This is an optimization exercise on Yosys and OpenROAD, whose aim is small area, a short achievable clock period and few clock cycles per item, not a production implementation.
Where RTL was checked, it was by simulation tests only, not by an equivalence proof against the original.
For runs 3 to 5, only the layout was checked, not whether the RTL still works.

==> design.v <==
package fspt_pkg;
	localparam int unsigned TICK_W  = 32;
	localparam int unsigned FRAME_W = 16;
	localparam int unsigned LOSS_W  = 8;
	localparam int unsigned LIMIT_W = TICK_W + LOSS_W;
	localparam logic [LOSS_W-1:0] LOSS_FRAMES_RESET = LOSS_W'(3);
	localparam logic REQ_CAPTURE = 1'b0;
	localparam logic REQ_POLL    = 1'b1;
	typedef struct packed {
		logic              req_type;
		logic [TICK_W-1:0] tick_value;
	} fspt_in_t;
	typedef struct packed {
		logic [FRAME_W-1:0] frame_count;
		logic [TICK_W-1:0]  last_capture;
		logic [TICK_W-1:0]  period_estimate;
		logic               in_sync;
		logic               sync_dropped;
	} fspt_out_t;
endpackage
module frame_sync_period_tracker (
	input  logic                                  clk,
	input  logic                                  arst_n,
	input  logic                                  cfg_we,
	input  logic [fspt_pkg::LOSS_W-1:0]           cfg_wdata,
	input  logic                                  in_valid,
	output logic                                  in_ready,
	input  fspt_pkg::fspt_in_t                    in_item,
	output logic                                  out_valid,
	input  logic                                  out_ready,
	output fspt_pkg::fspt_out_t                   out_item
);
	localparam int unsigned TW = fspt_pkg::TICK_W;
	logic                            h_valid;
	logic                            h_poll;
	logic [TW-1:0]                   h_tick;
	logic [TW-1:0]                   h_iv;       
	logic                            k_valid;
	logic                            k_poll;
	logic [TW-1:0]                   k_tick;
	logic                            out_valid_q;
	logic                            dropped_q;
	logic [fspt_pkg::LOSS_W-1:0]     loss_q;
	logic [fspt_pkg::FRAME_W-1:0]    frame_q;
	logic [TW-1:0]                   prev_q;
	logic [TW-1:0]                   period_q;
	logic                            locked_q;
	logic                            base_q;
	logic [TW:0]                     acc_q;      
	logic [2:0]                      idx_q;      
	logic                            lbit_q;     
	logic                            exact_q;
	logic                            accept;
	logic                            slot_free;
	logic                            wait_poll;
	logic                            advance;
	logic                            is_cap;
	logic                            is_poll;
	logic                            h_load;
	assign in_ready  = !k_valid;
	assign accept    = in_valid && !k_valid;
	assign slot_free = !out_valid_q || out_ready;
	assign is_cap    = h_valid && !h_poll && slot_free;
	assign is_poll   = h_valid && h_poll && slot_free && !wait_poll;
	assign advance   = is_cap || is_poll;
	assign h_load    = advance || !h_valid;
	assign out_valid = out_valid_q;
	assign out_item.frame_count     = frame_q;
	assign out_item.last_capture    = prev_q;
	assign out_item.period_estimate = period_q;
	assign out_item.in_sync         = locked_q;
	assign out_item.sync_dropped    = dropped_q;
	logic                            n_poll;
	logic [TW-1:0]                   n_tick;
	logic [TW-1:0]                   n_base;
	logic [TW-1:0]                   n_iv;
	logic                            n_co;
	assign n_poll = k_valid ? k_poll : in_item.req_type;
	assign n_tick = k_valid ? k_tick : in_item.tick_value;
	assign n_base = (h_valid && !h_poll) ? h_tick : prev_q;
	assign {n_co, n_iv} = {1'b0, n_tick} + {1'b0, ~n_base} + (TW+1)'(1);
	always_ff @(posedge clk or negedge arst_n) begin
		if (!arst_n) begin
			h_valid <= 1'b0;
			k_valid <= 1'b0;
		end else begin
			if (h_load)
				h_valid <= k_valid || accept;
			if (advance)
				k_valid <= 1'b0;
			else if (h_valid && accept)
				k_valid <= 1'b1;
		end
	end
	always_ff @(posedge clk) begin
		if (h_load) begin
			h_poll <= n_poll;
			h_tick <= n_tick;
			h_iv   <= n_iv;
		end
		if (!k_valid) begin
			k_poll <= in_item.req_type;
			k_tick <= in_item.tick_value;
		end
	end
	logic [TW-1:0]                   e_a, e_b, e_c, e_s, e_k;
	logic [TW-1:0]                   ema;
	logic                            ema_co;
	assign e_a = period_q;
	assign e_b = ~(period_q >> 2);
	assign e_c = h_iv >> 2;
	assign e_s = e_a ^ e_b ^ e_c;
	assign e_k = {((e_a & e_b) | (e_a & e_c) | (e_b & e_c)), 1'b0};
	fspt_add #(.W(TW)) u_ema (.a(e_s), .b(e_k), .cin(1'b1), .sum(ema), .cout(ema_co));
	logic [TW-1:0]                   ge_d;
	logic                            ge_co;
	logic                            ge;
	logic                            loss_zero;
	logic                            can_drop;
	logic                            drop_now;
	assign ge_d  = '0;
	fspt_geq #(.W(TW)) u_ge (.a(h_iv), .b(acc_q[TW-1:0]), .ge(ge_co));
	assign ge = !acc_q[TW] && ge_co;
	assign loss_zero = loss_q == '0;
	assign can_drop  = locked_q && (period_q != '0);
	assign drop_now  = can_drop && (loss_zero || (ge && exact_q));
	assign wait_poll = h_poll && can_drop && !loss_zero && ge && !exact_q;
	logic [TW-1:0]                   period_d;
	assign period_d = (is_cap && base_q) ? (locked_q ? ema : h_iv) : period_q;
	logic [2:0]                      top;
	logic [2:0]                      top_new;
	logic [2:0]                      top_rs;
	logic                            restart;
	logic [TW-1:0]                   pm;
	logic [TW:0]                     u_lo;
	logic                            u_co;
	logic                            ovf;
	always_comb begin
		top = 3'd0;
		for (int i = 1; i < 8; i++)
			if (loss_q[i]) top = 3'(i);
		top_new = 3'd0;
		for (int i = 1; i < 8; i++)
			if (cfg_wdata[i]) top_new = 3'(i);
	end
	assign restart = (is_cap && base_q) || cfg_we;
	assign top_rs  = cfg_we ? top_new : top;
	assign pm      = period_q & {TW{lbit_q}};
	fspt_add_bk #(.W(TW+1)) u_horner (.a({acc_q[TW-1:0], 1'b0}), .b({1'b0, pm}), .cin(1'b0), .sum(u_lo), .cout(u_co));
	assign ovf     = acc_q[TW] || u_co || u_lo[TW];
	logic [2:0]                      idx_d;
	logic [fspt_pkg::LOSS_W-1:0]     loss_d;
	assign loss_d = cfg_we ? cfg_wdata : loss_q;
	assign idx_d  = restart ? (top_rs - 3'd1) : (!exact_q ? (idx_q - 3'd1) : idx_q);
	always_ff @(posedge clk or negedge arst_n) begin
		if (!arst_n) begin
			idx_q   <= 3'd0;
			lbit_q  <= 1'b0;
			exact_q <= 1'b0;
		end else begin
			idx_q  <= idx_d;
			lbit_q <= loss_d[idx_d];
			if (restart)
				exact_q <= top_rs == 3'd0;
			else if (!exact_q)
				exact_q <= idx_q == 3'd0;
		end
	end
	always_ff @(posedge clk) begin
		if (restart) begin
			acc_q <= {1'b0, period_d};
		end else if (!exact_q) begin
			acc_q <= {ovf, u_lo[TW-1:0]};
		end
	end
	always_ff @(posedge clk or negedge arst_n) begin
		if (!arst_n) begin
			out_valid_q <= 1'b0;
		end else if (advance) begin
			out_valid_q <= 1'b1;
		end else if (out_ready) begin
			out_valid_q <= 1'b0;
		end
	end
	always_ff @(posedge clk) begin
		if (advance) begin
			dropped_q <= h_poll && drop_now;
		end
	end
	always_ff @(posedge clk or negedge arst_n) begin
		if (!arst_n) begin
			loss_q   <= fspt_pkg::LOSS_FRAMES_RESET;
			frame_q  <= '0;
			prev_q   <= '0;
			period_q <= '0;
			locked_q <= 1'b0;
			base_q   <= 1'b0;
		end else begin
			if (cfg_we) begin
				loss_q <= cfg_wdata;
			end
			period_q <= period_d;
			if (is_cap) begin
				frame_q  <= frame_q + fspt_pkg::FRAME_W'(1);
				prev_q   <= h_tick;
				locked_q <= locked_q || base_q;
				base_q   <= 1'b1;
			end else if (is_poll && drop_now) begin
				locked_q <= 1'b0;
				base_q   <= 1'b0;
			end
		end
	end
endmodule
module fspt_add #(
	parameter int unsigned W = 32
) (
	input  logic [W-1:0] a,
	input  logic [W-1:0] b,
	input  logic         cin,
	output logic [W-1:0] sum,
	output logic         cout
);
	logic [W-1:0] p0, g0, g, p;
	assign p0 = a ^ b;
	assign g0 = a & b;
	always_comb begin
		g = g0;
		p = p0;
		g[0] = g0[0] | (p0[0] & cin);
		for (int l = 0; (1 << l) < W; l++) begin
			for (int j = 0; j < W; j++) begin
				if (((j >> l) & 1) != 0) begin
					g[j] = g[j] | (p[j] & g[((j >> l) << l) - 1]);
					p[j] = p[j] & p[((j >> l) << l) - 1];
				end
			end
		end
	end
	assign sum  = p0 ^ {g[W-2:0], cin};
	assign cout = g[W-1];
endmodule
module fspt_add_bk #(
	parameter int unsigned W = 32
) (
	input  logic [W-1:0] a,
	input  logic [W-1:0] b,
	input  logic         cin,
	output logic [W-1:0] sum,
	output logic         cout
);
	logic [W-1:0] p0, g0, g, p;
	assign p0 = a ^ b;
	assign g0 = a & b;
	always_comb begin
		g = g0;
		p = p0;
		g[0] = g0[0] | (p0[0] & cin);
		for (int l = 0; (1 << l) < W; l++) begin
			for (int j = 0; j < W; j++) begin
				if (((j + 1) % (2 << l)) == 0) begin
					g[j] = g[j] | (p[j] & g[j - (1 << l)]);
					p[j] = p[j] & p[j - (1 << l)];
				end
			end
		end
		for (int l = 5; l >= 0; l--) begin
			for (int j = 0; j < W; j++) begin
				if ((1 << l) < W && ((j + 1) % (2 << l)) == (1 << l) && j >= (2 << l) - 1 + 1 - 1 && j > (1 << l)) begin
					g[j] = g[j] | (p[j] & g[j - (1 << l)]);
					p[j] = p[j] & p[j - (1 << l)];
				end
			end
		end
	end
	assign sum  = p0 ^ {g[W-2:0], cin};
	assign cout = g[W-1];
endmodule
module fspt_geq #(
	parameter int unsigned W = 32
) (
	input  logic [W-1:0] a,
	input  logic [W-1:0] b,
	output logic         ge
);
	logic [W-1:0] g, t;
	always_comb begin
		g = a & ~b;
		t = a | ~b;
		for (int l = 0; (1 << l) < W; l++) begin
			for (int j = W - 1; j >= 0; j--) begin
				if (((j + 1) % (2 << l)) == 0) begin
					g[j] = g[j] | (t[j] & g[j - (1 << l)]);
					t[j] = t[j] & t[j - (1 << l)];
				end
			end
		end
	end
	assign ge = g[W-1] | t[W-1];
endmodule
==> flow/run.sh <==
#!/bin/bash
# The standard layout (standard.sh: ORFS synthesis through finish), with
# one change: the buffers that ORFS puts on every input and output port are
# made from the plain sky130_fd_sc_hd__buf_1 cell instead of the delay-buffer
# cell buffer_ports picks by default. Timing repair may still resize them.
# ORFS's own per-step logs are kept under orfs/logs; the make output goes to
# standard.log in this folder.
set -euo pipefail
export BUFFER_PORTS_ARGS="-buffer_cell sky130_fd_sc_hd__buf_1"
bash standard.sh > standard.log 2>&1
==> standard.sh <==
#!/bin/bash
# synth_recipe.tcl (not shown) runs the flow's synth.tcl, then flattens the netlist and writes it again
# the make line also repeats each setting of config.mk as NAME=value (left out here)
make -C /OpenROAD-flow-scripts/flow DESIGN_CONFIG=/design/flow/config.mk WORK_HOME=/design/flow/orfs CLKGATE_MAP_FILE= SYNTH_SCRIPT=/design/flow/synth_recipe.tcl "${@:-finish}"
==> config.mk <==
export PLATFORM = sky130hd
export DESIGN_NAME = frame_sync_period_tracker
export DESIGN_NICKNAME = frame_sync_period_tracker
export VERILOG_FILES = /design/flow/design.v
export SDC_FILE = /design/flow/constraint.sdc
export NUM_CORES = 4
export LEC_CHECK = 0
export ABC_AREA = 1
export CAP_MARGIN = 20
export CORE_MARGIN = 2
export CORE_UTILIZATION = 60
export CTS_CLUSTER_DIAMETER = 150
export CTS_CLUSTER_SIZE = 15
export SETUP_SLACK_MARGIN = 4.7
export SLEW_MARGIN = 20
==> constraint.sdc <==
create_clock -name core_clock -period 8.0 [get_ports {clk}]
set_input_delay 1.6000 -clock core_clock [delete_from_list [all_inputs] [get_ports {clk}]]
set_output_delay 1.6000 -clock core_clock [all_outputs]
set_load 0.01 [all_outputs]
==> run notes, run 1 <==
Final setup viols 0; WP depth 4; synth cell count leaders 575 x nand2_1, 315 x inv_1, 155 x o21ai_0; Netlist cell types 57; family with the most delay on the worst path buffers and inverters; crit-path max cell delay 0.40 ns; pin count of the biggest net entering global routing 72; Slowest-stage cell, CP dfrtp_1; Worst setup endpoint in_ready; RSZ-0062 raised after global routing yes; Final GP Congestion 0.943; post-synthesis register bit count 230; CTS tree built; fraction of layout cells with a size suffix above 1 9.25%; Async SR Flop Fraction 42.6%; die height 165 um; initial antenna violation count 0; port bufs 129; Worst Tran Pin Value between 0.7 and 0.8 ns; H-tree depth 1; Routed Antenna Nets 0; top cells by area, synth edfxtp_1 19%, dfrtp_1 16%, nand2_1 14%, ha_1 7.9%, inv_1 7.6%; register area share after synthesis 39.3%; Worst Skew 0.0398 ns; CTS Sinks 230; DR vias 13,100; clk buf depth 3; crit-path cells buf_12 > inv_1 > buf_12 > buf_1; Die Area 27,100 sq um; die span in x 165 um; count leader, synth nand2_1; routed len/inst 16.1 um; Clock Latency Late Sink 0.52 ns; Critical path buffers and inverters 4; vias in the first global route between 10,000 and 15,000; Setup CP Type flop to output pin; Post-synth EDFFs 98; Tmin final 3.21 ns; Critical Path End Type output pin; Synth area leader edfxtp_1; synthesized area per cell about 7.9 sq um; std cell rows 58; synthesized instance count 1,946; Hold Fails Final Rpt 0; # diodes 0; Total GRT Usage between 20% and 30%; Num CTS Buffers 19; Max-cap violations 0; R2R Setup Slk 4.84 ns; Post-DP HPWL 28,100 um; area delta synth->final 14.2%; Data arrival, critical path 1.61 ns; part of the cycle the worst path needs roughly two fifths; CP most frequent cell buf_12; ys flop type edfxtp_1; FILL cells 2,110; status no timing/DRC/antenna violations; drt initial violations 911; Ys Warns 4; cell area after synthesis 15,500 sq um; Critical R2R Capture h_iv[19]; Starting Density 61.2%; Clock Pin Slew Worst Setup and Hold Paths ~0.070 ns; total gr overflow 0; # nets final between 2,000 and 2,500; Rel. slew slack 50.3%; Setup crit start k_valid; DR DRC count 0; setup_tns 0 ns; Yosys top cell area share 19.0%; Top Ports 130; Slew Limit Fails 0; r2r startpoint h_valid; TritonRoute pass-1 iters 6; mean number of vias per cell 5.37; Clock Tree Root clkbuf_16; Max Fclk 0.311 GHz; r2r worst-path depth 14; syn_nets 2,141; core area 25,300 sq um; Crit path required time 6.40 ns; worst-path fanout max 36; DRT Wirelength 39,200 um; global-route wire length before repair 62,100 um; Critical Path Start Type flop; Hold/Removal Path Class flop to flop
[registers in the layout (all words and copies together), names as in the netlist, 3 cells and up]
signal / count
acc_q: 33
frame_q: 16
h_tick: 32
idx_q: 3
prev_q: 32
loss_q: 8
h_iv: 32
k_tick: 32
period_q: 32
[per-layer routing]
| layer | wire length, um | track usage (%) | vias to the layer above |
|---|---|---|---|
| met5 | 0 | 0 | - |
| met4 | 1020 | 7.87 | 0 |
| met3 | 2330 | 3.99 | 59 |
| met2 | 18700 | 49.7 | 360 |
| met1 | 17100 | 39.0 | 6116 |
| li1 | - | - | 6548 |
[worst min path at each step]
stage,start,to,slack [ns],cells past startpoint
after floorplan,k_poll,k_poll,0.42,2
after global placement,k_poll,k_poll,0.45,2
after detailed placement,k_tick[13],k_tick[13],0.47,2
after CTS,frame_q[15],frame_q[15],0.49,1
after global routing,frame_q[15],frame_q[15],0.51,1
final,frame_q[15],frame_q[15],0.49,1
[cells by family (layout without fill, tap and decap cells)]
group,count (synthesis),in the layout,share of synthesized area (%)
fa+ha+maj,149,149,14.5
xor+xnor,66,66,3.74
flops,230,230,39.3
simple gates,797,802,21.3
mux,2,2,0.154
buf+inv,369,526,9.11
compound gates,333,333,11.8
[layout make-up]
cell class	count	area, sq um	area share (%)
clock buffer	32	524	2.97
tap	330	413	2.34
multi-input combinational	1352	8510	48.2
timing repair buffer	169	873	4.95
sequential	230	6090	34.5
clock inverter	2	20.0	0.113
inverter	323	1220	6.92
[layout by cell type, fill, tap and decap left out, types with 11 or more instances in the layout]
master       n
edfxtp_1    98
inv_1      310
inv_2       11
buf_1      127
o21ai_0    145
nor2_1      83
buf_4       33
or2_2       13
a21oi_1     94
xnor2_1     22
nand2_2     11
ha_1        83
clkbuf_16   20
fa_1        48
nor3_1      12
nand3_1     70
a21oi_2     12
xor2_1      44
dfxtp_1     34
nand2_1    562
ha_4        13
clkbuf_1    13
dfrtp_2     12
dfrtp_1     84
[metrics by stage]
step                      worst slack (ns)  instance area, sq um  cells  util [%]  hold WS (ns)
after floorplan                       4.64                 15600   1946         -         0.418
after global routing                  4.62                 17700   2438      69.9         0.515
final                                 4.79                 17700   2438      69.9         0.490
after CTS                             4.69                 17300   2425      68.5         0.492
after detailed placement              3.61                 16400   2365      64.8         0.471
after global placement                3.65                 16400   2365      64.8         0.447
[repair_timing]
action                     4_1_cts  5_1_grt
pin swaps                       15       16
hold buffers                     0        0
setup endpoints to repair      139       30
gates resized for setup         50       50
setup buffers                   21       12
gates cloned                     5        1
Testbench counts, summed over its fixed seeds: cycles 24,139, items 24,000.
==> inputs of run 2 (changes only) <==
--- a/config.mk
+++ b/config.mk
@@ -10,6 +10,6 @@
 export CORE_MARGIN = 2
 export CORE_UTILIZATION = 60
-export CTS_CLUSTER_DIAMETER = 150
-export CTS_CLUSTER_SIZE = 15
+export CTS_BUF_LIST = sky130_fd_sc_hd__clkbuf_4
+export CTS_CLUSTER_SIZE = 8
 export SETUP_SLACK_MARGIN = 4.7
 export SLEW_MARGIN = 20
==> run 2 against run 1 <==
Effect of this change:
- sequential share of layout area fell by 0.22 points
- wire length up 2.6%
- critical path type is now primary input to flop
- cell area rose by 0.69%
- core utilization grew 0.49 points
==> run notes, run 2 <==
DR DRC count 0; synthesized instance count ~1,900; CTS tree built; Rel. slew slack 37.8%; worst hold endpoint k_tick[13]; Die Area between 20,000 and 30,000 sq um; mean number of vias per cell 5.34; Post-Place Cells 2,365; H-tree depth 2; Netlist cell types 57; Worst Tran Pin Value approximately 0.93 ns; die height 165 um; DRT Wirelength around 40,000 um; Post-DP HPWL 28,100 um; core area about 25,000 sq um; Post-synth EDFFs 98; part of the cycle the worst path needs 41.1%; Critical Path End Type flop; Final setup viols 0; ys flop type edfxtp_1; Async SR Flop Fraction between 40% and 50%; Placement Cell Area between 15,000 and 20,000 sq um; pin count of the biggest net entering global routing 71; Ys Warns 4; max reg flops 33; r2r startpoint period_q[5]; Critical R2R Capture acc_q[17]; fraction of layout cells with a size suffix above 1 11.9%; worst setup margin 4.71 ns; pre-CTS setup slack 3.61 ns; commonest non-fill, non-tap cell in the layout nand2_1; Routed Antenna Nets 0; most frequent cells in the layout 564 x nand2_1, 308 x inv_1, 144 x o21ai_0; post-layout util between 70% and 80%; Top Ports 130; Hold Buf Count CTS 0; cell area after synthesis 15,500 sq um; Total GRT Usage 29.9%; RSZ-0062 raised after global routing yes; register area share after synthesis 39.3%; fin area between 15,000 and 20,000 sq um; Clock Latency Late Sink 0.71 ns; Non-Filler Instances 2,510; Critical Path Start Type primary input; Tmin final 3.29 ns; syn_nets roughly 2,100; Slew Limit Fails 0; Hold/Removal Path Class flop to flop; DR vias 13,400; clk buf depth 3; Crit path required time 8.12 ns; synthesized area per cell ~7.9 sq um; Setup CP Type primary input to flop; Final GP Congestion 0.943; R2R Setup Slk 4.78 ns; Starting Density 61.2%; drt initial violations between 900 and 1,000; status no timing/DRC/antenna violations; Yosys top cell area share 19.0%; Hold Fails Final Rpt 0; global-route wire length before repair 63,600 um; Num CTS Buffers 59; std cell rows 58; total gr overflow 0; post-synthesis register bit count 230; Worst Hold Path Cells 2; worst-path fanout max 70; Clock Tree Root clkbuf_4; vias in the first global route 12,900; port bufs 129; synth cell count leaders 575 x nand2_1, 315 x inv_1, 155 x o21ai_0; Worst Hold Slack 0.487 ns; largest reg by FF count acc_q; routed len/inst about 16 um; Data arrival, critical path approximately 3.4 ns; Hold Crit Start k_tick[13]; Clock Pin Slew Worst Setup and Hold Paths 0.06 ns; FILL cells between 2,000 and 2,500; Synth area leader edfxtp_1; area delta synth->final 15.0%; r2r worst-path depth 16; count leader, synth nand2_1; setup_tns 0 ns; Max Fclk 0.304 GHz; Worst Skew 0.0580 ns; # nets final 2,323; die span in x about 160 um; TritonRoute pass-1 iters 5; initial antenna violation count 1; CTS Sinks 230; Max-cap violations 0; top cells by area, synth edfxtp_1 19%, dfrtp_1 16%, nand2_1 14%, ha_1 7.9%, inv_1 7.6%
-- run 2: cell counts after synthesis --
No cell type changed its count.
-- run 2: worst max-delay path: stages --
cell and delay (ns):
buf_1 0.11, o21ai_4 0.25, buf_4 0.60, nand3_4 0.81
-- run 2: worst max-delay path by stage --
stage	startpoint	end	slack (ns)
after global routing	out_ready	h_tick[7]	4.56
after detailed placement	out_ready	acc_q[11]	3.61
after floorplan	in_item[0]	h_iv[20]	4.64
final	out_ready	h_tick[7]	4.71
after CTS	period_q[5]	acc_q[17]	4.69
after global placement	out_ready	acc_q[10]	3.65
-- run 2: cell type report --
cell class | count | area, sq um | area share (%)
antenna | 1 | 2.50 | 0.0141
clock inverter | 28 | 123 | 0.690
inverter | 323 | 1220 | 6.88
sequential | 230 | 6100 | 34.3
multi-input combinational | 1351 | 8420 | 47.4
tap | 330 | 413 | 2.32
clock buffer | 84 | 631 | 3.55
timing repair buffer | 163 | 870 | 4.89
-- run 2: timing repair --
action                     4_1_cts  5_1_grt
pin swaps                        7        6
resized for setup               38       61
hold endpoints to repair         0        0
cloned                           5        2
buffers inserted                19        6
setup endpoints to repair       74       95
-- run 2: metal layers --
layer	GRT usage [%]	up-vias	wire length [um]
li1	-	6667	-
met1	38.5	6228	17400
met2	50.7	419	19100
met3	5.58	80	2490
met4	10.7	0	1220
met5	0	-	0
-- run 2: logic make-up after synthesis --
kind of cell               Yosys count  synth area share, %
buffers and inverters              369                 9.11
adders and majority gates          149                 14.5
and+or+nand+nor                    797                 21.3
DFF                                230                 39.3
xor gates and xnor gates            66                 3.74
AOI/OAI and AO/OA                  333                 11.8
muxes                                2                0.154
==> inputs of run 3 (changes only) <==
--- a/design.v
+++ b/design.v
@@ -150,7 +150,13 @@
 	assign ovf     = acc_q[TW] || u_co || u_lo[TW];
 	logic [2:0]                      idx_d;
-	logic [fspt_pkg::LOSS_W-1:0]     loss_d;
-	assign loss_d = cfg_we ? cfg_wdata : loss_q;
+	logic                            lbit_d;
+	logic                            lbit_cap;
+	logic                            lbit_cfg;
+	logic                            lbit_step;
+	assign lbit_cap  = loss_q[top - 3'd1];
+	assign lbit_cfg  = cfg_wdata[top_new - 3'd1];
+	assign lbit_step = loss_q[idx_q - 3'd1];
 	assign idx_d  = restart ? (top_rs - 3'd1) : (!exact_q ? (idx_q - 3'd1) : idx_q);
+	assign lbit_d = cfg_we ? lbit_cfg : (restart ? lbit_cap : (!exact_q ? lbit_step : lbit_q));
 	always_ff @(posedge clk or negedge arst_n) begin
 		if (!arst_n) begin
@@ -160,5 +166,5 @@
 		end else begin
 			idx_q  <= idx_d;
-			lbit_q <= loss_d[idx_d];
+			lbit_q <= lbit_d;
 			if (restart)
 				exact_q <= top_rs == 3'd0;
--- a/config.mk
+++ b/config.mk
@@ -10,6 +10,6 @@
 export CORE_MARGIN = 2
 export CORE_UTILIZATION = 60
-export CTS_BUF_LIST = sky130_fd_sc_hd__clkbuf_4
-export CTS_CLUSTER_SIZE = 8
+export CTS_CLUSTER_DIAMETER = 150
+export CTS_CLUSTER_SIZE = 15
 export SETUP_SLACK_MARGIN = 4.7
 export SLEW_MARGIN = 20
==> run 3 against run 2 <==
Effect of this change:
- still clean on timing, DRC and antenna
- worst setup slack improved by 0.011 ns
- hold slack lost 0.028 ns
- die area increased by 1.3%
- maximum frequency grew 0.33%
- sequential cell count is the same
==> run notes, run 3 <==
count leader, synth nand2_1; Netlist cell types 57; FILL cells 2,234; Worst Skew 0.0225 ns; initial antenna violation count 0; synth cell count leaders 595 x nand2_1, 303 x inv_1, 138 x o21ai_0; worst setup margin around 4.7 ns; Clock Tree Root clkbuf_16; worst hold endpoint k_poll; fin area 17,600 sq um; Yosys top cell area share 18.8%; max reg flops 33; Max Fclk around 0.3 GHz; Hold/Removal Path Class flop to flop; Placement Cell Area 16,500 sq um; # diodes 0; register area share after synthesis 38.8%; Crit path required time 8.24 ns; Clock Latency Late Sink 0.50 ns; area delta synth->final 12.7%; Starting Density 60.6%; GR peak layer met2; vias in the first global route between 10,000 and 15,000; crit-path max cell delay roughly 0.38 ns; CTS tree built; total gr overflow 0; Hold Fails Final Rpt 0; Num CTS Buffers 19; DR vias about 13,000; TritonRoute pass-1 iters 5; routed len/inst 15.6 um; ys flop type edfxtp_1; met3 Use GR 2.40%; GR Util met2 46.0%; Slowest-stage cell, CP fa_2; H-tree depth 1; Rel. slew slack 38.9%; r2r startpoint period_q[7]; Routed Antenna Nets 0; fraction of layout cells with a size suffix above 1 9.45%; port bufs around 130; Setup CP Type primary input to flop; commonest non-fill, non-tap cell in the layout nand2_1; DRT Wirelength 38,700 um; Top Ports 130; pin count of the biggest net entering global routing between 60 and 70; pre-CTS setup slack 3.74 ns; RSZ-0062 raised after global routing yes; Worst Tran Pin Value 0.917 ns; worst-path fanout max 3; synthesized instance count 1,983; R2R Setup Slk 4.83 ns; Non-Filler Instances 2,473; largest reg by FF count acc_q; Total GRT Usage 27.7%; Die Area 27,400 sq um; most frequent cells in the layout 589 x nand2_1, 295 x inv_1, 127 x o21ai_0; Global Route met1 Usage roughly 40%; Final GP Congestion 0.888; post-synthesis register bit count 230; CTS Sinks 230; Clock Pin Slew Worst Setup and Hold Paths 0.07 ns; clk buf depth 3; Max-cap violations 0; drt initial violations 796; Final setup viols 0; die span in x 166 um; cell area after synthesis 15,700 sq um; family with the most delay on the worst path compound AO/OA/AOI/OAI gates; core area 25,800 sq um; Critical Path End Type flop; Critical Path Start Type primary input; part of the cycle the worst path needs 41.0%; Critical path buffers and inverters 1; syn_nets 2,180; status no timing/DRC/antenna violations; Ys Warns 4; DR DRC count 0; Synth area leader edfxtp_1; Critical R2R Capture acc_q[17]; Worst Hold Path Cells 2; Async SR Flop Fraction 42.6%; Setup crit start in_item[0]; Tmin final between 3 and 4 ns; Data arrival, critical path 3.52 ns; Hold Crit Start k_poll; Post-DP HPWL roughly 28,000 um; # nets final between 2,000 and 2,500; global-route wire length before repair 60,300 um; setup_tns 0 ns; Slew Limit Fails 0; die height 166 um; CP most frequent cell nand2_1; std cell rows 59; post-layout util 68.3%; top cells by area, synth edfxtp_1 19%, dfrtp_1 15%, nand2_1 14%, ha_1 8.0%, inv_1 7.3%; Worst Hold Slack 0.459 ns; synthesized area per cell 7.90 sq um; crit-path cells clkbuf_2 > o21ai_4 > ha_4 > fa_2 > o21ai_4 > nand2_1 > nand2_2 > a21oi_2 > o21ai_2 > nand2_1 > o21bai_2 > nand2_1 > nand3_1 > nand2_1; r2r worst-path depth 15; Post-Place Cells 2,405; Post-synth EDFFs 98; mean number of vias per cell 5.32
-- run 3: cell types whose count changed in the layout (fill, tap and decap cells not counted), moves of 6 or more --
cell	previous run	this run
clkbuf_4	85	1
nand2_1	564	589
clkinv_1	21	0
clkbuf_16	1	19
o21ai_0	144	127
nand2_2	9	23
clkbuf_1	0	13
inv_1	308	295
inv_2	12	21
buf_4	25	33
ha_1	81	89
o21ai_1	12	20
or2_2	13	7
-- run 3: logic make-up after synthesis --
logic type               count (synthesis)  synth area share (%)
AND/OR/NAND/NOR                        841                  22.3
buffers and inverters                  368                  8.98
AO/OA/AOI/OAI                          324                  11.5
flip-flops                             230                  38.8
adder cells (fa/ha/maj)                151                  14.5
XOR/XNOR                                68                  3.80
multiplexers                             1                0.0639
-- run 3: area by class of cell --
type | instances | area [sq um] | share of cell area (%)
multi-input combinational | 1389 | 8550 | 48.5
inverter | 318 | 1210 | 6.86
timing repair inverter | 1 | 7.51 | 0.0426
timing repair buffer | 167 | 820 | 4.65
clock inverter | 1 | 11.3 | 0.0638
clock buffer | 32 | 524 | 2.97
sequential | 230 | 6100 | 34.6
tap | 335 | 419 | 2.38
-- run 3: what timing repair did --
action	in CTS	in global routing
setup endpoints to repair	145	74
gates resized for setup	28	71
hold buffers	0	0
cloned	2	3
pin swaps	8	22
setup buffers	17	13
-- run 3: layer usage --
layer / share of wire, % / vias to the layer above / wire (um)
li1: - / 6648 / -
met1: 47 / 6124 / 18100
met2: 46 / 325 / 18000
met3: 4.7 / 56 / 1840
met4: 2.0 / 0 / 765
met5: 0 / - / 0
-- run 3: how the worst max path moves through the flow --
stage	end	slack, ns	cells after the start
detailed placement	lbit_q	3.74	15
finish	h_iv[26]	4.72	14
floorplan	h_iv[26]	4.56	13
CTS	h_iv[26]	4.59	14
global placement	lbit_q	3.79	15
global route	h_iv[26]	4.63	14
-- run 3: worst register-to-register path, stage by stage (launching register included) --
cell and delay [ns]:
dfrtp_2 0.43, buf_4 0.15, fa_1 0.49, inv_1 0.07
ha_4 0.26, a21o_1 0.22, a21boi_4 0.15, o21ai_4 0.11
nand3_4 0.13, nand2_8 0.06, fa_2 0.33, xor2_1 0.15
o21ai_1 0.14, o21ai_1 0.11, nand2_1 0.07, o21ai_1 0.07
==> inputs of run 4 (changes only) <==
--- a/design.v
+++ b/design.v
@@ -37,4 +37,5 @@
 	logic [TW-1:0]                   h_iv;       
 	logic                            k_valid;
+	logic                            in_ready_q;  
 	logic                            k_poll;
 	logic [TW-1:0]                   k_tick;
@@ -46,4 +47,5 @@
 	logic [TW-1:0]                   period_q;
 	logic                            locked_q;
+	logic                            unlocked_q;  
 	logic                            base_q;
 	logic [TW:0]                     acc_q;      
@@ -58,5 +60,5 @@
 	logic                            is_poll;
 	logic                            h_load;
-	assign in_ready  = !k_valid;
+	assign in_ready  = in_ready_q;
 	assign accept    = in_valid && !k_valid;
 	assign slot_free = !out_valid_q || out_ready;
@@ -82,13 +84,17 @@
 	always_ff @(posedge clk or negedge arst_n) begin
 		if (!arst_n) begin
-			h_valid <= 1'b0;
-			k_valid <= 1'b0;
+			h_valid    <= 1'b0;
+			k_valid    <= 1'b0;
+			in_ready_q <= 1'b1;
 		end else begin
 			if (h_load)
 				h_valid <= k_valid || accept;
-			if (advance)
-				k_valid <= 1'b0;
-			else if (h_valid && accept)
-				k_valid <= 1'b1;
+			if (advance) begin
+				k_valid    <= 1'b0;
+				in_ready_q <= 1'b1;
+			end else if (h_valid && accept) begin
+				k_valid    <= 1'b1;
+				in_ready_q <= 1'b0;
+			end
 		end
 	end
@@ -123,9 +129,9 @@
 	assign ge = !acc_q[TW] && ge_co;
 	assign loss_zero = loss_q == '0;
-	assign can_drop  = locked_q && (period_q != '0);
+	assign can_drop  = !unlocked_q && (period_q != '0);
 	assign drop_now  = can_drop && (loss_zero || (ge && exact_q));
 	assign wait_poll = h_poll && can_drop && !loss_zero && ge && !exact_q;
 	logic [TW-1:0]                   period_d;
-	assign period_d = (is_cap && base_q) ? (locked_q ? ema : h_iv) : period_q;
+	assign period_d = (is_cap && base_q) ? (!unlocked_q ? ema : h_iv) : period_q;
 	logic [2:0]                      top;
 	logic [2:0]                      top_new;
@@ -150,13 +156,7 @@
 	assign ovf     = acc_q[TW] || u_co || u_lo[TW];
 	logic [2:0]                      idx_d;
-	logic                            lbit_d;
-	logic                            lbit_cap;
-	logic                            lbit_cfg;
-	logic                            lbit_step;
-	assign lbit_cap  = loss_q[top - 3'd1];
-	assign lbit_cfg  = cfg_wdata[top_new - 3'd1];
-	assign lbit_step = loss_q[idx_q - 3'd1];
+	logic [fspt_pkg::LOSS_W-1:0]     loss_d;
+	assign loss_d = cfg_we ? cfg_wdata : loss_q;
 	assign idx_d  = restart ? (top_rs - 3'd1) : (!exact_q ? (idx_q - 3'd1) : idx_q);
-	assign lbit_d = cfg_we ? lbit_cfg : (restart ? lbit_cap : (!exact_q ? lbit_step : lbit_q));
 	always_ff @(posedge clk or negedge arst_n) begin
 		if (!arst_n) begin
@@ -166,5 +166,5 @@
 		end else begin
 			idx_q  <= idx_d;
-			lbit_q <= lbit_d;
+			lbit_q <= loss_d[idx_d];
 			if (restart)
 				exact_q <= top_rs == 3'd0;
@@ -200,6 +200,7 @@
 			prev_q   <= '0;
 			period_q <= '0;
-			locked_q <= 1'b0;
-			base_q   <= 1'b0;
+			locked_q   <= 1'b0;
+			unlocked_q <= 1'b1;
+			base_q     <= 1'b0;
 		end else begin
 			if (cfg_we) begin
@@ -210,8 +211,10 @@
 				frame_q  <= frame_q + fspt_pkg::FRAME_W'(1);
 				prev_q   <= h_tick;
-				locked_q <= locked_q || base_q;
+				locked_q   <= !unlocked_q || base_q;
+				unlocked_q <= unlocked_q && !base_q;
 				base_q   <= 1'b1;
 			end else if (is_poll && drop_now) begin
-				locked_q <= 1'b0;
+				locked_q   <= 1'b0;
+				unlocked_q <= 1'b1;
 				base_q   <= 1'b0;
 			end
--- a/config.mk
+++ b/config.mk
@@ -12,4 +12,4 @@
 export CTS_CLUSTER_DIAMETER = 150
 export CTS_CLUSTER_SIZE = 15
-export SETUP_SLACK_MARGIN = 4.7
+export SETUP_SLACK_MARGIN = 4.75
 export SLEW_MARGIN = 20
==> run 4 against run 3 <==
Effect of this change:
- maximum frequency up 2.9%
- wire length is 5.8% higher
- clock skew rose by 0.0051 ns
- synthesized cell count decreased by 1.4%
- non-clock buffer count increased by 16
- cell count decreased by 0.69%
- critical path depth decreased by 1
- count of clock-buffer cells in the layout unchanged
- core utilization up 3.7 points
- worst setup slack gained 0.094 ns
==> run notes, run 4 <==
FILL cells roughly 2,000; CTS Sinks 232; Critical Path End Type flop; Ys Warns 4; Clock Pin Slew Worst Setup and Hold Paths 0.06 ns; RSZ-0062 raised after global routing yes; Clock Tree Root clkbuf_16; r2r startpoint period_q[5]; largest reg by FF count acc_q; Worst Tran Pin Value 0.899 ns; Yosys top cell area share a little under a fifth; setup_tns 0 ns; Netlist cell types 52; cell area after synthesis 15,500 sq um; Slowest-stage cell, CP ha_4; mean number of vias per cell 5.44; clk buf depth 3; Synth area leader edfxtp_1; Num CTS Buffers 19; CTS tree built; syn_nets about 2,200; Starting Density between 60% and 70%; synth cell count leaders 577 x nand2_1, 327 x inv_1, 164 x o21ai_0; register area share after synthesis between 30% and 40%; top cells by area, synth edfxtp_1 19%, dfrtp_1 16%, nand2_1 14%, inv_1 7.9%, ha_1 7.9%; pre-CTS setup slack 2.96 ns; Max-cap violations 0; routed len/inst 16.7 um; Final GP Congestion approximately 0.94; r2r worst-path depth 15; most frequent cells in the layout 543 x nand2_1, 317 x inv_1, 146 x o21ai_0; die height 165 um; Rel. slew slack 40.1%; Critical R2R Capture acc_q[17]; worst setup margin 4.81 ns; core area 25,300 sq um; Crit path required time 8.33 ns; Post-synth EDFFs 98; global-route wire length before repair 63,000 um; Final setup viols 0; family with the most delay on the worst path compound AO/OA/AOI/OAI gates; Total GRT Usage between 20% and 30%; Top Ports 130; FF/Latch Area 6150 sq um; status no timing/DRC/antenna violations; Worst setup endpoint h_iv[29]; post-synthesis register bit count 232; Critical path buffers and inverters 2; crit-path max cell delay 0.26 ns; Clock Latency Late Sink 0.51 ns; drt initial violations 1,101; Hold Buf Count CTS 0; R2R Setup Slk 4.82 ns; Critical Path Start Type primary input; port bufs 129; count leader, synth nand2_1; TritonRoute pass-1 iters 8; Routed Antenna Nets 0; DRT Wirelength 41,000 um; pin count of the biggest net entering global routing 67; post-layout util 72.0%; area delta synth->final 17.5%; crit-path cells buf_1 > o21ai_4 > inv_2 > ha_4 > nand3_1 > nand2_2 > a21oi_4 > o21ai_4 > a21oi_4 > o21ai_4 > nand3_1 > nand2_1 > xor2_1; H-tree depth 1; Max Fclk 0.314 GHz; commonest non-fill, non-tap cell in the layout nand2_1; Data arrival, critical path 3.51 ns; max reg flops 33; vias in the first global route 12,700; synthesized area per cell 7.92 sq um; ys flop type edfxtp_1; Tmin final around 3.2 ns; Worst Skew 0.0276 ns; Hold Fails Final Rpt 0; Async SR Flop Fraction 43.1%; worst-path fanout max 4; Setup CP Type primary input to flop; initial antenna violation count 0; std cell rows 58; part of the cycle the worst path needs 39.8%; Hold/Removal Path Class flop to flop; fraction of layout cells with a size suffix above 1 12.1%; WP depth 13; Setup crit start in_item[1]; DR vias 13,400; synthesized instance count approximately 2,000; multi-input logic area 8780 sq um; Post-DP HPWL 28,400 um; DR DRC count 0; die span in x between 150 and 200 um; # nets final around 2,300; CP most frequent cell o21ai_4; Slew Limit Fails 0; Die Area 27,100 sq um; total gr overflow 0; # diodes 0
-- run 4: through the flow --
step / std cells / area [sq um] / hold WS [ns]
6_report: 2456 / 18200 / 0.456
5_1_grt: 2456 / 18200 / 0.500
2_1_floorplan: 1955 / 15900 / 0.418
3_3_place_gp: 2375 / 16600 / 0.436
4_1_cts: 2431 / 17500 / 0.458
3_5_place_dp: 2375 / 16600 / 0.440
-- run 4: kinds of logic (layout without fill, tap and decap cells) --
group           after synthesis  after routing  share of synthesized area (%)
fa+ha+maj                   149            149                           14.5
xor+xnor                     68             68                           3.85
mux                           3              3                          0.194
compound gates              330            330                           11.6
flops                       232            232                           39.6
buf+inv                     378            547                           9.25
simple gates                795            797                           20.9
-- run 4: worst min-delay path by stage --
stage / from / endpoint / slack, ns / depth (start not counted)
after floorplan: k_poll / k_poll / 0.42 / 2
after global placement: k_poll / k_poll / 0.44 / 2
after detailed placement: k_poll / k_poll / 0.44 / 2
after CTS: k_poll / k_poll / 0.46 / 2
after global routing: h_tick[31] / prev_q[31] / 0.50 / 2
final: k_poll / k_poll / 0.46 / 2
-- run 4: worst min-delay path: stages (launching register included) --
cell	delay, ns
dfxtp_1	0.31
nand2_1	0.05
nand2_1	0.07
-- run 4: metal layers --
metal | vias to the layer above | GRT usage (%) | routed length (um)
met3 | 74 | 2.96 | 2040
met5 | - | 0 | 0
met1 | 6314 | 39.7 | 18000
met2 | 387 | 49.8 | 19800
li1 | 6576 | - | -
met4 | 0 | 8.22 | 1150
-- run 4: repair_timing --
action / CTS / global route
cloned: 2 / 4
resized for setup: 52 / 97
endpoints found under the setup margin: 162 / 131
pin swaps: 17 / 40
endpoints found under the hold margin: 0 / 0
buffers inserted: 21 / 21
-- run 4: cell type report --
| class | count | area share (%) |
|---|---|---|
| sequential | 232 | 33.8 |
| multi-input combinational | 1347 | 48.3 |
| inverter | 331 | 6.92 |
| clock inverter | 1 | 0.0482 |
| clock buffer | 32 | 2.88 |
| tap | 330 | 2.27 |
| timing repair buffer | 183 | 5.75 |
==> inputs of run 5 (changes only) <==
--- a/config.mk
+++ b/config.mk
@@ -12,4 +12,4 @@
 export CTS_CLUSTER_DIAMETER = 150
 export CTS_CLUSTER_SIZE = 15
-export SETUP_SLACK_MARGIN = 4.75
+export SETUP_SLACK_MARGIN = 4.7
 export SLEW_MARGIN = 20
==> run 5 against run 4 <==
Effect of this change:
- wire length shrank 2.3%
- die area stayed put
- register-to-register slack got worse by 0.04 ns
- worst setup slack got worse by 0.059 ns
- non-clock buffer count decreased by 7
- hold slack gained 0.025 ns
- highest routed layer unchanged
==> run notes, run 5 <==
port bufs 129; part of the cycle the worst path needs between 40 and 50%; commonest non-fill, non-tap cell in the layout nand2_1; synthesized instance count 1,955; routed len/inst around 16 um; mean number of vias per cell approximately 5.4; Hold/Removal Path Class flop to flop; syn_nets roughly 2,200; Synth Area in Simple Gates a little over a fifth; Hold Buf Count CTS 0; top cells by area, synth edfxtp_1 19%, dfrtp_1 16%, nand2_1 14%, inv_1 7.9%, ha_1 7.9%; # diodes 0; CTS tree built; most frequent cells in the layout 557 x nand2_1, 321 x inv_1, 151 x o21ai_0; count leader, synth nand2_1; Setup CP Type primary input to flop; Synth area leader edfxtp_1; ys flop type edfxtp_1; Post-DP HPWL 28,400 um; Clock Pin Slew Worst Setup and Hold Paths 0.07 ns; CTS Sinks 232; post-synthesis compound-gate area fraction 11.6%; Clock Tree Root clkbuf_16; Top Ports 130; multi-input logic area 8470 sq um; Rel. slew slack 40.1%; DRT Wirelength 40,000 um; synth cell count leaders 577 x nand2_1, 327 x inv_1, 164 x o21ai_0; Netlist cell types 52; Slew Limit Fails 0; Post-synth EDFFs 98; crit-path cells clkbuf_2 > o21ai_1 > ha_2 > fa_2 > o31ai_4 > buf_4 > nand4_1 > nand3_2 > nand2_1 > nand2_2 > nand2_1 > nand2_1 > xor2_1; Data arrival, critical path 3.58 ns; initial antenna violation count 0; pin count of the biggest net entering global routing 67; fraction of layout cells with a size suffix above 1 10.2%; Hold Fails Final Rpt 0; Critical Path Start Type primary input; Final setup viols 0; worst-path fanout max 3; XOR/XNOR share of the synthesized area under 10%; Final GP Congestion 0.926; Slowest-stage cell, CP fa_2; total gr overflow 0; core area 25,300 sq um; DR vias 13,300; largest family of logic cells by synthesized area simple AND/OR/NAND/NOR gates; RSZ-0062 raised after global routing yes; Die Area 27,100 sq um; cell area after synthesis 15,500 sq um; TritonRoute pass-1 iters 5; family with the most delay on the worst path adder cells; Critical Path End Type flop; FILL cells ~2,100; synthesized area per cell between 7 and 8 sq um; Routed Antenna Nets 0; Post-Synth Adder-Cell Area 14.5%; Max Fclk 0.308 GHz; Starting Density 61.3%; # nets final 2,302; vias in the first global route 12,700; status no timing/DRC/antenna violations; Yosys top cell area share 19.0%; largest reg by FF count acc_q; post-layout util 70.4%; DR DRC count 0; die height 165 um; max reg flops 33; post-synthesis register bit count between 200 and 250; CP most frequent cell nand2_1; Worst Tran Pin Value between 0.8 and 0.9 ns; Num CTS Buffers 19; Worst Skew 0.0238 ns; std cell rows 58; clk buf depth 3; Tmin final 3.24 ns; Clock Latency Late Sink 0.51 ns; Total GRT Usage 29.2%; register area share after synthesis 39.6%; setup_tns 0 ns; Max-cap violations 0; Critical path buffers and inverters 2; global-route wire length before repair between 60,000 and 70,000 um; H-tree depth 1; crit-path max cell delay 0.42 ns; multiplexer share of the synthesized area 0.194%; die span in x 165 um; Async SR Flop Fraction 43.1%; Ys Warns 4; Crit path required time 8.34 ns; drt initial violations 982; FF/Latch Area 6160 sq um; area delta synth->final 14.9%
[run 5: area by class of cell]
type | instances | share of cell area [%]
Clock inverter | 2 | 0.0985
Timing Repair Buffer | 176 | 5.31
Tap cell | 330 | 2.32
Clock buffer | 32 | 2.95
Inverter | 331 | 7.06
Multi-Input combinational cell | 1347 | 47.6
Sequential cell | 232 | 34.6
[run 5: stage by stage]
stage | setup WS (ns) | instances | hold slack [ns] | area, sq um
6_report | 4.76 | 2450 | 0.482 | 17800
5_1_grt | 4.54 | 2450 | 0.499 | 17800
4_1_cts | 4.70 | 2425 | 0.472 | 17300
3_5_place_dp | 2.95 | 2375 | 0.453 | 16500
3_3_place_gp | 3.03 | 2375 | 0.434 | 16500
2_1_floorplan | 4.62 | 1955 | 0.418 | 15700
[run 5: worst reg2reg max path, stage by stage (launching register included)]
cell and delay (ns):
dfrtp_2 0.48, buf_8 0.19, nand2_1 0.09, inv_1 0.04, ha_1 0.33, a21oi_2 0.17, nor3_1 0.06, nor2_1 0.12
a21oi_1 0.11, a211oi_1 0.24, nand2_2 0.13, nand2_1 0.10, nand3_2 0.10, nand2_1 0.08, nand2_1 0.06, fa_1 0.38
xor2_1 0.17, nand2_1 0.07, nand2_1 0.05
[run 5: final timing paths]
path	from	cells past startpoint	end	slack, ns
worst max-delay path	in_item[0]	13	h_iv[26]	4.76
worst min-delay path	k_poll	2	k_poll	0.48
worst max register to register	lbit_q	18	acc_q[31]	4.78
worst min register to register	k_poll	2	k_poll	0.48
max in group asynchronous	arst_n	2	lbit_q	5.55
min in group asynchronous	arst_n	1	prev_q[2]	1.11
[run 5: layer usage]
layer,GRT usage [%],share of wire (%),wire [um],vias to the layer above
li1,-,-,-,6571
met1,39.4,44,17500,6217
met4,8.58,3.0,1190,0
met3,3.54,5.7,2280,73
met5,0,0,0,-
met2,49.9,48,19100,393
[run 5: logic make-up (layout without fill, tap and decap cells)]
group                      count (synthesis)  in the layout
AOI/OAI and AO/OA                        330            330
xor gates and xnor gates                  68             68
adders and majority gates                149            149
buffers and inverters                    378            541
DFF                                      232            232
muxes                                      3              3
and+or+nand+nor                          795            797
[run 5: what timing repair did]
| action | 4_1_cts | 5_1_grt |
|---|---|---|
| resized for setup | 51 | 71 |
| gates cloned | 2 | 3 |
| setup endpoints to repair | 160 | 52 |
| pin swaps | 8 | 20 |
| buffers inserted | 14 | 22 |

-- re-timing with driven ports --
Ports are ideal in the flow. The routed layouts listed here were re-timed in OpenROAD.
Step 1 (the two cells are an assumption about what drives the block):
set clk [get_ports {clk}]
set_driving_cell -lib_cell sky130_fd_sc_hd__clkbuf_16 $clk
set_driving_cell -lib_cell sky130_fd_sc_hd__buf_2 [delete_from_list [all_inputs] $clk]
Step 2 also shifts input and output timing later by t, the mid clock arrival at the registers, as if the neighbouring blocks saw the same clock.
Slacks: ideal ports / drivers / drivers and shift; pairs: ideal ports / drivers.
run | shift t [ns] | slack for setup (ns) | clock arrival spread, ns | pins driven straight from the clock port
run 1 | 0.545 | 4.787 / 4.739 / 4.286 | 0.041 / 0.040 | 1
run 2 | 0.728 | 4.710 / 4.731 / 4.003 | 0.059 / 0.059 | 1
run 3 | 0.537 | 4.721 / 4.748 / 4.211 | 0.022 / 0.022 | 1
run 4 | 0.541 | 4.815 / 4.819 / 4.293 | 0.028 / 0.028 | 1
run 5 | 0.552 | 4.755 / 4.771 / 4.219 | 0.025 / 0.025 | 1
After both steps every run listed still meets setup and hold. For run 2, which loses most, drivers alone change the setup slack by +0.021 ns; drivers and shift together by -0.707 ns.
